Background: an optimization exercise with open tools, aiming at a short achievable clock period and few clock cycles per item. Do not read the settings as production practice.
RTL that was checked went through simulation tests only; none was proved equivalent to the original.
Power figures rest on the tool's default switching activity, not on a simulated workload.

==> run a <==
## distance_vector_route_table
module distance_vector_route_table #(
	parameter int TABLE_DEPTH = 32,
	parameter int ENTRIES_PER_PACKET = 25
) (
	input  wire logic         clk,
	input  wire logic         arst_n,
	input  wire logic         s_tvalid,
	output logic              s_tready,
	input  wire logic [151:0] s_tdata,
	input  wire logic         s_tlast,
	input  wire logic [1:0]   s_tuser,
	output logic              m_tvalid,
	input  wire logic         m_tready,
	output logic [111:0]      m_tdata,
	output logic              m_tlast,
	output logic [2:0]        m_tuser
);
==> flow/config.mk <==
export PLATFORM = sky130hd
export DESIGN_NAME = distance_vector_route_table
export DESIGN_NICKNAME = distance_vector_route_table
export VERILOG_FILES = /design/flow/design.v
export SDC_FILE = /design/flow/constraint.sdc
export NUM_CORES = 4
export LEC_CHECK = 0
export ABC_CLOCK_PERIOD_IN_PS = 2000
export CAP_MARGIN = 20
export CORE_MARGIN = 2
export CORE_UTILIZATION = 40
export SETUP_SLACK_MARGIN = 5
export SLEW_MARGIN = 20
export TNS_END_PERCENT = 10
==> flow/constraint.sdc <==
create_clock -name core_clock -period 8.0 [get_ports {clk}]
set_input_delay 1.6000 -clock core_clock [delete_from_list [all_inputs] [get_ports {clk}]]
set_output_delay 1.6000 -clock core_clock [all_outputs]
set_load 0.01 [all_outputs]
run.sh (not shown) runs the stock make flow with config.mk's settings and CLKGATE_MAP_FILE= SYNTH_SCRIPT=/design/flow/synth_recipe.tcl, a recipe that flattens the netlist after the stock synthesis.
==> run b (differences from run a) <==
--- a/flow/design.v
+++ b/flow/design.v
@@ -68,54 +68,16 @@
 		key_eq = (ent_dest == dest) && (ent_mask == mask);
 		gw_eq  = (ent_gw == src);
 		met_lt = met_small && (met_lo < ent_metric);
 		elig1  = (ent_iface != adv_iface) && !ent_metric[4];
 		elig2  = (ent_iface != 8'd2) && !ent_metric[4];
 	end
 endmodule
 `default_nettype wire
-`default_nettype none
-module dvrt_pick #(
-	parameter int N = 32
-) (
-	input  wire logic [N-1:0] set,
-	output logic [N-1:0]      hi,
-	output logic [N-1:0]      rest,
-	output logic              nz,
-	output logic              one
-);
-	logic [N-1:0] above;
-	logic [N-1:0] any_l [0:$clog2(N)];
-	logic [N-1:0] mul_l [0:$clog2(N)];
-	always_comb begin
-		above = {1'b0, set[N-1:1]};
-		for (int k = 1; k < N; k = k * 2) begin
-			above = above | (above >> k);
-		end
-		hi = set & ~above;
-		rest = set & above;
-	end
-	always_comb begin
-		any_l[0] = set;
-		mul_l[0] = '0;
-		for (int l = 1; l <= $clog2(N); l++) begin
-			any_l[l] = '0;
-			mul_l[l] = '0;
-			for (int k = 0; k < (N >> l); k++) begin
-				any_l[l][k] = any_l[l-1][2*k] || any_l[l-1][2*k+1];
-				mul_l[l][k] = mul_l[l-1][2*k] || mul_l[l-1][2*k+1] ||
-					(any_l[l-1][2*k] && any_l[l-1][2*k+1]);
-			end
-		end
-		nz = any_l[$clog2(N)][0];
-		one = nz && !mul_l[$clog2(N)][0];
-	end
-endmodule
-`default_nettype wire
 `timescale 1ns / 1ps
 `default_nettype none
 module dvrt_table (
 	input  wire logic        clk,
 	input  wire logic        we,
 	input  wire logic        we_met,
 	input  wire logic [31:0] wdest,
 	input  wire logic [31:0] wmask,
@@ -203,92 +165,99 @@
 	logic [31:0] t_gw  [N];
 	logic [4:0]  t_met [N];
 	logic [7:0]  t_ifc [N];
 	logic [N-1:0] valid_q;
 	logic [N-1:0] nxt;
 	logic full;
 	assign nxt = valid_q ^ {valid_q[N-2:0], 1'b1};
 	assign full = valid_q[N-1];
-	logic x_v, x_resp, x_tmo, x_adv;
+	logic x_v, x_resp, x_tmo, x_adv, x_stat;
 	logic [2:0] x_status;
 	logic [7:0] x_ifc;
 	logic [31:0] x_src, x_dst, x_msk;
 	logic [4:0] x_newmet;
 	logic x_mlt15;
 	logic [N-1:0] x_m;
 	logic x_found, x_gweq, x_lt;
-	logic [N-1:0] x_sel, x_rest, x_sel2, x_rest2;
-	logic x_nz, x_one, x_nz2, x_one2;
+	logic [N-1:0] x_rem, x_rem2;
 	logic x_two;
 	logic [7:0] x_i;
 	logic [PW-1:0] x_place;
 	logic go, x_free, x_done, emit;
 	logic x_upd, x_app, x_wr;
 	logic [N-1:0] x_we;
 	logic [7:0] h_ver, h_cmd, h_ifc;
 	logic [31:0] h_src, h_dst, h_msk, h_met;
 	logic [1:0] h_op;
-	logic h_resp, h_tmo, h_adv, h_per;
+	logic h_resp, h_tmo, h_adv, h_per, h_stat;
 	logic [2:0] h_status;
 	logic h_small;
 	logic [7:0] h_i1;
 	logic [N-1:0] keq, gweq, mlt, el1, el2;
 	logic [N-1:0] km;
 	logic xk, fwd;
 	logic fwd_e1, fwd_e2;
-	logic [N-1:0] m_n, m_r, e1_n, e2_n;
+	logic [N-1:0] m_n, e1_n, e2_n;
 	logic found_n, gweq_n, lt_n;
 	logic [4:0] newmet_n;
 	assign h_ver = d0_q[7:0];
 	assign h_cmd = d0_q[15:8];
 	assign h_ifc = d0_q[23:16];
 	assign h_src = d0_q[55:24];
 	assign h_dst = d0_q[87:56];
 	assign h_msk = d0_q[119:88];
 	assign h_met = d0_q[151:120];
 	assign h_op = u0_q;
 	always_comb begin
 		h_resp = 1'b0;
 		h_tmo = 1'b0;
 		h_adv = 1'b0;
+		h_stat = 1'b0;
 		h_status = dvrt_pkg::ST_OK;
 		unique case (h_op)
 			dvrt_pkg::OP_RECV: begin
 				if (h_ver != dvrt_pkg::RIP_VER) begin
+					h_stat = 1'b1;
 					h_status = dvrt_pkg::ST_VERSION;
 				end else if (h_cmd == dvrt_pkg::CMD_REQUEST) begin
-					h_adv = l0_q;
+					if (l0_q) begin
+						h_adv = 1'b1;
+					end else begin
+						h_stat = 1'b1;
+					end
 				end else if (h_cmd == dvrt_pkg::CMD_RESPONSE) begin
 					h_resp = 1'b1;
 				end else begin
+					h_stat = 1'b1;
 					h_status = dvrt_pkg::ST_COMMAND;
 				end
 			end
 			dvrt_pkg::OP_PERIOD: begin
 				h_adv = 1'b1;
 			end
 			dvrt_pkg::OP_TIMEOUT: begin
 				h_tmo = 1'b1;
 			end
 			default: begin
+				h_stat = 1'b1;
 				h_status = dvrt_pkg::ST_COMMAND;
 			end
 		endcase
 	end
 	assign h_per = (h_op == dvrt_pkg::OP_PERIOD);
 	assign h_small = (h_met[31:5] == 27'd0);
 	assign h_i1 = h_per ? 8'd1 : h_ifc;
 	assign newmet_n = h_tmo ? dvrt_pkg::INF_METRIC :
 		((h_met >= 32'd15) ? dvrt_pkg::INF_METRIC : 5'(h_met + 32'd1));
 	for (genvar j = 0; j < N; j++) begin : g_ent
 		dvrt_table u_ent (
 			.clk    (clk),
-			.we     (emit && x_we[j] && x_resp),
-			.we_met (emit && x_we[j]),
+			.we     (x_we[j] && x_resp),
+			.we_met (x_we[j]),
 			.wdest  (x_dst),
 			.wmask  (x_msk),
 			.wgw    (x_src),
 			.wmetric(x_newmet),
 			.wiface (x_ifc),
 			.dest   (t_dst[j]),
 			.mask   (t_msk[j]),
 			.gw     (t_gw[j]),
@@ -316,136 +285,86 @@
 	end
 	assign xk = (x_dst == h_dst) && (x_msk == h_msk);
 	assign fwd = xk && x_wr;
 	assign km = valid_q & keq;
 	assign fwd_e1 = x_resp && (x_ifc != h_i1) && !x_newmet[4];
 	assign fwd_e2 = x_resp && (x_ifc != 8'd2) && !x_newmet[4];
 	always_comb begin
 		m_n = fwd ? x_we : km;
+		found_n = fwd || (|km);
+		gweq_n = (fwd && x_resp) ? (x_src == h_src) : |(km & gweq);
+		lt_n = fwd ? (h_small && (h_met[4:0] < x_newmet)) : |(km & mlt);
 		for (int j = 0; j < N; j++) begin
 			e1_n[j] = x_we[j] ? fwd_e1 : (valid_q[j] && el1[j]);
 			e2_n[j] = x_we[j] ? fwd_e2 : (valid_q[j] && el2[j]);
 		end
 	end
-	logic l_v, l_resp, l_tmo, l_adv, l_per;
-	logic [2:0] l_status;
-	logic [7:0] l_ifc, l_i1;
-	logic [31:0] l_src, l_dst, l_msk;
-	logic [4:0] l_newmet, l_met5;
-	logic l_mlt15, l_small;
-	logic [N-1:0] l_m1, l_gweq, l_mlt, l_e1, l_e2;
-	logic l_fz, l_fz_resp, l_zgweq, l_zlt;
-	logic l_free;
-	logic fa, fa_e1, fa_e2;
-	logic [N-1:0] e1_r, e2_r;
-	assign fa = (x_dst == l_dst) && (x_msk == l_msk) && x_wr;
-	assign fa_e1 = x_resp && (x_ifc != l_i1) && !x_newmet[4];
-	assign fa_e2 = x_resp && (x_ifc != 8'd2) && !x_newmet[4];
-	always_comb begin
-		m_r = fa ? x_we : l_m1;
-		found_n = fa || (|l_m1);
-		if (fa && x_resp) begin
-			gweq_n = (x_src == l_src);
-		end else if (l_fz && l_fz_resp) begin
-			gweq_n = l_zgweq;
-		end else begin
-			gweq_n = |(l_m1 & l_gweq);
-		end
-		if (fa) begin
-			lt_n = l_small && (l_met5 < x_newmet);
-		end else if (l_fz) begin
-			lt_n = l_zlt;
-		end else begin
-			lt_n = |(l_m1 & l_mlt);
-		end
-		for (int j = 0; j < N; j++) begin
-			e1_r[j] = x_we[j] ? fa_e1 : l_e1[j];
-			e2_r[j] = x_we[j] ? fa_e2 : l_e2[j];
-		end
-	end
-	logic [N-1:0] h1_hi, h1_rest, h2_hi, h2_rest;
-	logic h1_nz, h1_one, h2_nz, h2_one;
-	dvrt_pick #(.N(N)) u_pick1 (.set(e1_r), .hi(h1_hi), .rest(h1_rest), .nz(h1_nz), .one(h1_one));
-	dvrt_pick #(.N(N)) u_pick2 (.set(e2_r), .hi(h2_hi), .rest(h2_rest), .nz(h2_nz), .one(h2_one));
-	always_ff @(posedge clk or negedge arst_n) begin
-		if (!arst_n) begin
-			l_v <= 1'b0;
-		end else if (l_free) begin
-			l_v <= v0_q;
-		end
-	end
-	always_ff @(posedge clk) begin
-		if (l_free) begin
-			l_resp <= h_resp;
-			l_tmo <= h_tmo;
-			l_adv <= h_adv;
-			l_per <= h_per;
-			l_status <= h_status;
-			l_ifc <= h_ifc;
-			l_i1 <= h_i1;
-			l_src <= h_src;
-			l_dst <= h_dst;
-			l_msk <= h_msk;
-			l_newmet <= newmet_n;
-			l_met5 <= h_met[4:0];
-			l_mlt15 <= (h_met < 32'd15);
-			l_small <= h_small;
-			l_m1 <= m_n;
-			l_gweq <= gweq;
-			l_mlt <= mlt;
-			l_e1 <= e1_n;
-			l_e2 <= e2_n;
-			l_fz <= fwd;
-			l_fz_resp <= x_resp;
-			l_zgweq <= (x_src == h_src);
-			l_zlt <= h_small && (h_met[4:0] < x_newmet);
-		end
-	end
 	logic skid_v;
-	logic p24, phase_end;
+	logic [N-1:0] sel, above;
+	logic nz, one, p24, phase_end;
 	logic [31:0] a_dst, a_msk, a_gw;
 	logic [4:0] a_met;
 	logic [115:0] r;
 	assign go = !skid_v;
 	assign emit = go && x_v;
 	assign x_upd = x_found && (x_gweq || x_lt);
 	assign x_app = !x_found && x_mlt15 && !full;
-	assign x_wr = x_v && ((x_resp && (x_upd || x_app)) || (x_tmo && x_found));
+	assign x_wr = emit && ((x_resp && (x_upd || x_app)) || (x_tmo && x_found));
 	always_comb begin
 		for (int j = 0; j < N; j++) begin
-			x_we[j] = x_v && ((x_resp && ((x_upd && x_m[j]) || (x_app && nxt[j]))) ||
+			x_we[j] = emit && ((x_resp && ((x_upd && x_m[j]) || (x_app && nxt[j]))) ||
 				(x_tmo && x_found && x_m[j]));
 		end
 	end
-	logic [N-1:0] p_hi, p_rest;
-	logic p_nz, p_one;
-	dvrt_pick #(.N(N)) u_pick (.set(x_rest), .hi(p_hi), .rest(p_rest), .nz(p_nz), .one(p_one));
+	always_comb begin
+		above = {1'b0, x_rem[N-1:1]};
+		for (int k = 1; k < N; k = k * 2) begin
+			above = above | (above >> k);
+		end
+		sel = x_rem & ~above;
+	end
+	logic [N-1:0] any_l [0:5];
+	logic [N-1:0] mul_l [0:5];
+	always_comb begin
+		any_l[0] = x_rem;
+		mul_l[0] = '0;
+		for (int l = 1; l <= 5; l++) begin
+			any_l[l] = '0;
+			mul_l[l] = '0;
+			for (int k = 0; k < (N >> l); k++) begin
+				any_l[l][k] = any_l[l-1][2*k] || any_l[l-1][2*k+1];
+				mul_l[l][k] = mul_l[l-1][2*k] || mul_l[l-1][2*k+1] ||
+					(any_l[l-1][2*k] && any_l[l-1][2*k+1]);
+			end
+		end
+		nz = any_l[5][0];
+		one = nz && !mul_l[5][0];
+	end
 	always_comb begin
 		a_dst = '0;
 		a_msk = '0;
 		a_gw = '0;
 		a_met = '0;
 		for (int j = 0; j < N; j++) begin
-			a_dst = a_dst | ({32{x_sel[j]}} & t_dst[j]);
-			a_msk = a_msk | ({32{x_sel[j]}} & t_msk[j]);
-			a_gw = a_gw | ({32{x_sel[j]}} & t_gw[j]);
-			a_met = a_met | ({5{x_sel[j]}} & t_met[j]);
+			a_dst = a_dst | ({32{sel[j]}} & t_dst[j]);
+			a_msk = a_msk | ({32{sel[j]}} & t_msk[j]);
+			a_gw = a_gw | ({32{sel[j]}} & t_gw[j]);
+			a_met = a_met | ({5{sel[j]}} & t_met[j]);
 		end
 	end
 	assign p24 = (x_place == PW'(ENTRIES_PER_PACKET - 1));
-	assign phase_end = !x_nz || (x_one && !p24);
+	assign phase_end = !nz || (one && !p24);
 	assign x_free = !x_v || x_done;
 	assign x_done = emit && (!x_adv || (phase_end && !x_two));
-	assign l_free = !l_v || x_free;
-	assign pop = v0_q && l_free;
+	assign pop = v0_q && x_free;
 	always_comb begin
 		if (x_adv) begin
-			if (x_nz) begin
-				r = {p24 || x_one, dvrt_pkg::KIND_ADV, phase_end && !x_two,
+			if (nz) begin
+				r = {p24 || one, dvrt_pkg::KIND_ADV, phase_end && !x_two,
 					a_met, a_gw, a_msk, a_dst, x_i, dvrt_pkg::ST_OK};
 			end else begin
 				r = {1'b1, dvrt_pkg::KIND_EMPTY, !x_two,
 					5'd0, 32'd0, 32'd0, 32'd0, x_i, dvrt_pkg::ST_OK};
 			end
 		end else begin
 			logic [2:0] st;
 			st = x_status;
@@ -458,64 +377,53 @@
 		end
 	end
 	always_ff @(posedge clk or negedge arst_n) begin
 		if (!arst_n) begin
 			x_v <= 1'b0;
 			valid_q <= '0;
 		end else begin
 			if (x_free) begin
-				x_v <= l_v;
+				x_v <= v0_q;
 			end
-			if (emit && x_wr && x_resp && x_app) begin
+			if (x_wr && x_resp && x_app) begin
 				valid_q <= valid_q | nxt;
 			end
 		end
 	end
 	always_ff @(posedge clk) begin
 		if (x_free) begin
-			x_resp <= l_resp;
-			x_tmo <= l_tmo;
-			x_adv <= l_adv;
-			x_status <= l_status;
-			x_ifc <= l_ifc;
-			x_src <= l_src;
-			x_dst <= l_dst;
-			x_msk <= l_msk;
-			x_newmet <= l_newmet;
-			x_mlt15 <= l_mlt15;
-			x_m <= m_r;
+			x_resp <= h_resp;
+			x_tmo <= h_tmo;
+			x_adv <= h_adv;
+			x_stat <= h_stat;
+			x_status <= h_status;
+			x_ifc <= h_ifc;
+			x_src <= h_src;
+			x_dst <= h_dst;
+			x_msk <= h_msk;
+			x_newmet <= newmet_n;
+			x_mlt15 <= (h_met < 32'd15);
+			x_m <= m_n;
 			x_found <= found_n;
 			x_gweq <= gweq_n;
 			x_lt <= lt_n;
-			x_sel <= h1_hi;
-			x_rest <= h1_rest;
-			x_nz <= h1_nz;
-			x_one <= h1_one;
-			x_sel2 <= h2_hi;
-			x_rest2 <= h2_rest;
-			x_nz2 <= h2_nz;
-			x_one2 <= h2_one;
-			x_two <= l_per;
-			x_i <= l_i1;
+			x_rem <= e1_n;
+			x_rem2 <= e2_n;
+			x_two <= h_per;
+			x_i <= h_i1;
 			x_place <= '0;
 		end else if (emit && x_adv) begin
 			if (phase_end && x_two) begin
-				x_sel <= x_sel2;
-				x_rest <= x_rest2;
-				x_nz <= x_nz2;
-				x_one <= x_one2;
+				x_rem <= x_rem2;
 				x_i <= 8'd2;
 				x_two <= 1'b0;
 				x_place <= '0;
 			end else begin
-				x_sel <= p_hi;
-				x_rest <= p_rest;
-				x_nz <= p_nz;
-				x_one <= p_one;
+				x_rem <= x_rem & ~sel;
 				x_place <= p24 ? '0 : PW'(x_place + PW'(1));
 			end
 		end
 	end
 	logic out_v, out_free;
 	logic [115:0] out_q, skid_q;
 	assign out_free = !out_v || m_tready;
 	always_ff @(posedge clk or negedge arst_n) begin
==> flow/config.mk (replaced) <==
export PLATFORM = sky130hd
export DESIGN_NAME = distance_vector_route_table
export DESIGN_NICKNAME = distance_vector_route_table
export VERILOG_FILES = /design/flow/design.v
export SDC_FILE = /design/flow/constraint.sdc
export NUM_CORES = 4
export LEC_CHECK = 0
export CAP_MARGIN = 20
export CORE_MARGIN = 2
export CORE_UTILIZATION = 40
export SLEW_MARGIN = 20
==> run c (differences from run a) <==
--- a/flow/design.v
+++ b/flow/design.v
@@ -209,39 +209,38 @@
 	assign nxt = valid_q ^ {valid_q[N-2:0], 1'b1};
 	assign full = valid_q[N-1];
 	logic x_v, x_resp, x_tmo, x_adv;
 	logic [2:0] x_status;
 	logic [7:0] x_ifc;
 	logic [31:0] x_src, x_dst, x_msk;
 	logic [4:0] x_newmet;
 	logic x_mlt15;
-	logic [N-1:0] x_m;
-	logic x_found, x_gweq, x_lt;
+	logic x_found;
 	logic [N-1:0] x_sel, x_rest, x_sel2, x_rest2;
 	logic x_nz, x_one, x_nz2, x_one2;
 	logic x_two;
 	logic [7:0] x_i;
 	logic [PW-1:0] x_place;
 	logic go, x_free, x_done, emit;
-	logic x_upd, x_app, x_wr;
+	logic x_wr;
 	logic [N-1:0] x_we;
 	logic [7:0] h_ver, h_cmd, h_ifc;
 	logic [31:0] h_src, h_dst, h_msk, h_met;
 	logic [1:0] h_op;
 	logic h_resp, h_tmo, h_adv, h_per;
 	logic [2:0] h_status;
 	logic h_small;
 	logic [7:0] h_i1;
 	logic [N-1:0] keq, gweq, mlt, el1, el2;
 	logic [N-1:0] km;
 	logic xk, fwd;
 	logic fwd_e1, fwd_e2;
-	logic [N-1:0] m_n, m_r, e1_n, e2_n;
-	logic found_n, gweq_n, lt_n;
+	logic [N-1:0] m_r, e1_n, e2_n;
+	logic found_n;
 	logic [4:0] newmet_n;
 	assign h_ver = d0_q[7:0];
 	assign h_cmd = d0_q[15:8];
 	assign h_ifc = d0_q[23:16];
 	assign h_src = d0_q[55:24];
 	assign h_dst = d0_q[87:56];
 	assign h_msk = d0_q[119:88];
 	assign h_met = d0_q[151:120];
@@ -315,53 +314,39 @@
 		);
 	end
 	assign xk = (x_dst == h_dst) && (x_msk == h_msk);
 	assign fwd = xk && x_wr;
 	assign km = valid_q & keq;
 	assign fwd_e1 = x_resp && (x_ifc != h_i1) && !x_newmet[4];
 	assign fwd_e2 = x_resp && (x_ifc != 8'd2) && !x_newmet[4];
 	always_comb begin
-		m_n = fwd ? x_we : km;
 		for (int j = 0; j < N; j++) begin
 			e1_n[j] = x_we[j] ? fwd_e1 : (valid_q[j] && el1[j]);
 			e2_n[j] = x_we[j] ? fwd_e2 : (valid_q[j] && el2[j]);
 		end
 	end
 	logic l_v, l_resp, l_tmo, l_adv, l_per;
 	logic [2:0] l_status;
 	logic [7:0] l_ifc, l_i1;
 	logic [31:0] l_src, l_dst, l_msk;
 	logic [4:0] l_newmet, l_met5;
 	logic l_mlt15, l_small;
-	logic [N-1:0] l_m1, l_gweq, l_mlt, l_e1, l_e2;
-	logic l_fz, l_fz_resp, l_zgweq, l_zlt;
+	logic [N-1:0] l_km, l_zwe, l_gweq, l_mlt, l_e1, l_e2;
+	logic l_fz, l_fz_resp, l_zgweq, l_zlt, l_ka, l_agweq;
 	logic l_free;
 	logic fa, fa_e1, fa_e2;
-	logic [N-1:0] e1_r, e2_r;
-	assign fa = (x_dst == l_dst) && (x_msk == l_msk) && x_wr;
+	logic [N-1:0] e1_r, e2_r, m1;
+	assign fa = l_ka && x_wr;
 	assign fa_e1 = x_resp && (x_ifc != l_i1) && !x_newmet[4];
 	assign fa_e2 = x_resp && (x_ifc != 8'd2) && !x_newmet[4];
 	always_comb begin
-		m_r = fa ? x_we : l_m1;
-		found_n = fa || (|l_m1);
-		if (fa && x_resp) begin
-			gweq_n = (x_src == l_src);
-		end else if (l_fz && l_fz_resp) begin
-			gweq_n = l_zgweq;
-		end else begin
-			gweq_n = |(l_m1 & l_gweq);
-		end
-		if (fa) begin
-			lt_n = l_small && (l_met5 < x_newmet);
-		end else if (l_fz) begin
-			lt_n = l_zlt;
-		end else begin
-			lt_n = |(l_m1 & l_mlt);
-		end
+		m1 = l_fz ? l_zwe : l_km;
+		m_r = fa ? x_we : m1;
+		found_n = fa || l_fz || (|l_km);
 		for (int j = 0; j < N; j++) begin
 			e1_r[j] = x_we[j] ? fa_e1 : l_e1[j];
 			e2_r[j] = x_we[j] ? fa_e2 : l_e2[j];
 		end
 	end
 	logic [N-1:0] h1_hi, h1_rest, h2_hi, h2_rest;
 	logic h1_nz, h1_one, h2_nz, h2_one;
 	dvrt_pick #(.N(N)) u_pick1 (.set(e1_r), .hi(h1_hi), .rest(h1_rest), .nz(h1_nz), .one(h1_one));
@@ -384,17 +369,20 @@
 			l_i1 <= h_i1;
 			l_src <= h_src;
 			l_dst <= h_dst;
 			l_msk <= h_msk;
 			l_newmet <= newmet_n;
 			l_met5 <= h_met[4:0];
 			l_mlt15 <= (h_met < 32'd15);
 			l_small <= h_small;
-			l_m1 <= m_n;
+			l_km <= km;
+			l_zwe <= x_we;
+			l_ka <= l_v ? ((l_dst == h_dst) && (l_msk == h_msk)) : xk;
+			l_agweq <= l_v ? (l_src == h_src) : (x_src == h_src);
 			l_gweq <= gweq;
 			l_mlt <= mlt;
 			l_e1 <= e1_n;
 			l_e2 <= e2_n;
 			l_fz <= fwd;
 			l_fz_resp <= x_resp;
 			l_zgweq <= (x_src == h_src);
 			l_zlt <= h_small && (h_met[4:0] < x_newmet);
@@ -402,23 +390,39 @@
 	end
 	logic skid_v;
 	logic p24, phase_end;
 	logic [31:0] a_dst, a_msk, a_gw;
 	logic [4:0] a_met;
 	logic [115:0] r;
 	assign go = !skid_v;
 	assign emit = go && x_v;
-	assign x_upd = x_found && (x_gweq || x_lt);
-	assign x_app = !x_found && x_mlt15 && !full;
-	assign x_wr = x_v && ((x_resp && (x_upd || x_app)) || (x_tmo && x_found));
+	logic [N-1:0] valid_nx, nxt_nx, we_n, upd_v;
+	logic app_n, wr_n, lt16;
+	assign lt16 = l_small && !l_met5[4];
 	always_comb begin
+		valid_nx = valid_q | (emit ? x_we : '0);
+		nxt_nx = valid_nx ^ {valid_nx[N-2:0], 1'b1};
 		for (int j = 0; j < N; j++) begin
-			x_we[j] = x_v && ((x_resp && ((x_upd && x_m[j]) || (x_app && nxt[j]))) ||
-				(x_tmo && x_found && x_m[j]));
+			logic g, lt;
+			g = (l_fz && l_fz_resp) ? l_zgweq : l_gweq[j];
+			lt = l_fz ? l_zlt : l_mlt[j];
+			if (fa && x_resp) begin
+				upd_v[j] = x_we[j] && (l_agweq || (l_small && (l_met5 < x_newmet)));
+			end else if (fa) begin
+				upd_v[j] = m1[j] && (g || lt16);
+			end else begin
+				upd_v[j] = m1[j] && (g || lt);
+			end
+		end
+		app_n = !found_n && l_mlt15 && !valid_nx[N-1];
+		wr_n = l_v && ((l_resp && ((|upd_v) || app_n)) || (l_tmo && found_n));
+		for (int j = 0; j < N; j++) begin
+			we_n[j] = l_v && ((l_resp && (upd_v[j] || (app_n && nxt_nx[j]))) ||
+				(l_tmo && found_n && m_r[j]));
 		end
 	end
 	logic [N-1:0] p_hi, p_rest;
 	logic p_nz, p_one;
 	dvrt_pick #(.N(N)) u_pick (.set(x_rest), .hi(p_hi), .rest(p_rest), .nz(p_nz), .one(p_one));
 	always_comb begin
 		a_dst = '0;
 		a_msk = '0;
@@ -455,42 +459,43 @@
 				st = x_found ? dvrt_pkg::ST_OK : dvrt_pkg::ST_NOT_FOUND;
 			end
 			r = {1'b0, dvrt_pkg::KIND_STATUS, 1'b1, 5'd0, 32'd0, 32'd0, 32'd0, 8'd0, st};
 		end
 	end
 	always_ff @(posedge clk or negedge arst_n) begin
 		if (!arst_n) begin
 			x_v <= 1'b0;
+			x_wr <= 1'b0;
+			x_we <= '0;
 			valid_q <= '0;
 		end else begin
 			if (x_free) begin
 				x_v <= l_v;
+				x_wr <= wr_n;
+				x_we <= we_n;
 			end
-			if (emit && x_wr && x_resp && x_app) begin
-				valid_q <= valid_q | nxt;
+			if (emit) begin
+				valid_q <= valid_q | x_we;
 			end
 		end
 	end
 	always_ff @(posedge clk) begin
 		if (x_free) begin
 			x_resp <= l_resp;
 			x_tmo <= l_tmo;
 			x_adv <= l_adv;
 			x_status <= l_status;
 			x_ifc <= l_ifc;
 			x_src <= l_src;
 			x_dst <= l_dst;
 			x_msk <= l_msk;
 			x_newmet <= l_newmet;
 			x_mlt15 <= l_mlt15;
-			x_m <= m_r;
 			x_found <= found_n;
-			x_gweq <= gweq_n;
-			x_lt <= lt_n;
 			x_sel <= h1_hi;
 			x_rest <= h1_rest;
 			x_nz <= h1_nz;
 			x_one <= h1_one;
 			x_sel2 <= h2_hi;
 			x_rest2 <= h2_rest;
 			x_nz2 <= h2_nz;
 			x_one2 <= h2_one;
@@ -517,27 +522,26 @@
 	end
 	logic out_v, out_free;
 	logic [115:0] out_q, skid_q;
 	assign out_free = !out_v || m_tready;
 	always_ff @(posedge clk or negedge arst_n) begin
 		if (!arst_n) begin
 			out_v <= 1'b0;
 			skid_v <= 1'b0;
+			out_q <= '0;
 		end else begin
 			if (out_free) begin
 				out_v <= skid_v || emit;
+				out_q <= skid_v ? skid_q : r;
 			end
 			skid_v <= skid_v ? !out_free : (emit && !out_free);
 		end
 	end
 	always_ff @(posedge clk) begin
-		if (out_free) begin
-			out_q <= skid_v ? skid_q : r;
-		end
 		if (!skid_v) begin
 			skid_q <= r;
 		end
 	end
 	assign m_tvalid = out_v;
 	assign m_tuser = {out_q[115], out_q[114:113]};
 	assign m_tlast = out_q[112];
 	assign m_tdata = out_q[111:0];
==> flow/config.mk (replaced) <==
export PLATFORM = sky130hd
export DESIGN_NAME = distance_vector_route_table
export DESIGN_NICKNAME = distance_vector_route_table
export VERILOG_FILES = /design/flow/design.v
export SDC_FILE = /design/flow/constraint.sdc
export NUM_CORES = 4
export LEC_CHECK = 0
export ABC_CLOCK_PERIOD_IN_PS = 2000
export CAP_MARGIN = 40
export CORE_MARGIN = 2
export CORE_UTILIZATION = 25
export PLACE_DENSITY = 0.35
export SETUP_SLACK_MARGIN = 5
export SLEW_MARGIN = 60
export TNS_END_PERCENT = 10
==> summary.txt <==
quantity                                                      run b             run c           run a
Worst min path class                                     reg -> reg       in -> async               -
HPWL after detailed placement                                777 mm           1660 mm         1280 mm
Outcome                                             failed layout checks  timing/DRC/antenna clean  did not finish
Stage where the flow stopped                                      -                 -         5_1_grt
Layout check failures                                    slew limit                 -               -
Iteration-0 DRC Markers                                      35,423            44,629               -
Sequential group power                                      33.4 mW           40.1 mW               -
Biggest cell category by area in the final layout  sequential cells  sequential cells               -
Routed metal-1 wirelength                                    379 mm            855 mm               -
Post-CTS Setup Inserts                                            0               486             585
Min cycle time layout                                       6150 ps           3700 ps               -
Comb power                                                  42.9 mW           90.8 mW               -
Met3 wire length                                             189 mm            354 mm               -
Non-clock buffering overhead                                  3.80%             13.0%               -
Die Footprint                                           500,000 um2       868,000 um2               -
Final Net Count                                              14,654            18,758               -
Critical register-to-register path endpoint               out_q[74]         out_q[39]               -
Testbench counts of run b, summed over its fixed seeds: cycles 18,248, items 4,800.
Testbench counts of run c, summed over its fixed seeds: cycles 18,256, items 4,800.
Only the layout flow was run in run a; the RTL was not checked for function there.

[separate check: timing with driven ports]
How much do the figures lean on ideal ports? The routed layouts below were timed once more, with nothing changed but the port constraints.
Step 1 (the two cells are an assumption about what drives the block):
set clk [get_ports {clk}]
set_driving_cell -lib_cell sky130_fd_sc_hd__clkbuf_16 $clk
set_driving_cell -lib_cell sky130_fd_sc_hd__buf_2 [delete_from_list [all_inputs] $clk]
Step 2 moves the port delays by t, midway between the first and last clock arrival at a register: inputs arrive t later, outputs are due t later. That takes back most of the time a late clock gives input paths.
Slacks: ideal ports / drivers / drivers and shift; pairs: ideal ports / drivers.
run | shift t [ns] | setup slack, ns | worst setup path at the end | slew at the worst register clock pin (ns)
run b | 1.263 | 1.853 / 1.853 / 1.853 | register to register | 0.08 / 0.08
run c | 1.370 | 4.297 / 4.297 / 4.221 | input to register | 0.07 / 0.07
The setup slack of run c, which loses most, moves by 0.000 ns with the drivers and by -0.076 ns with both steps.
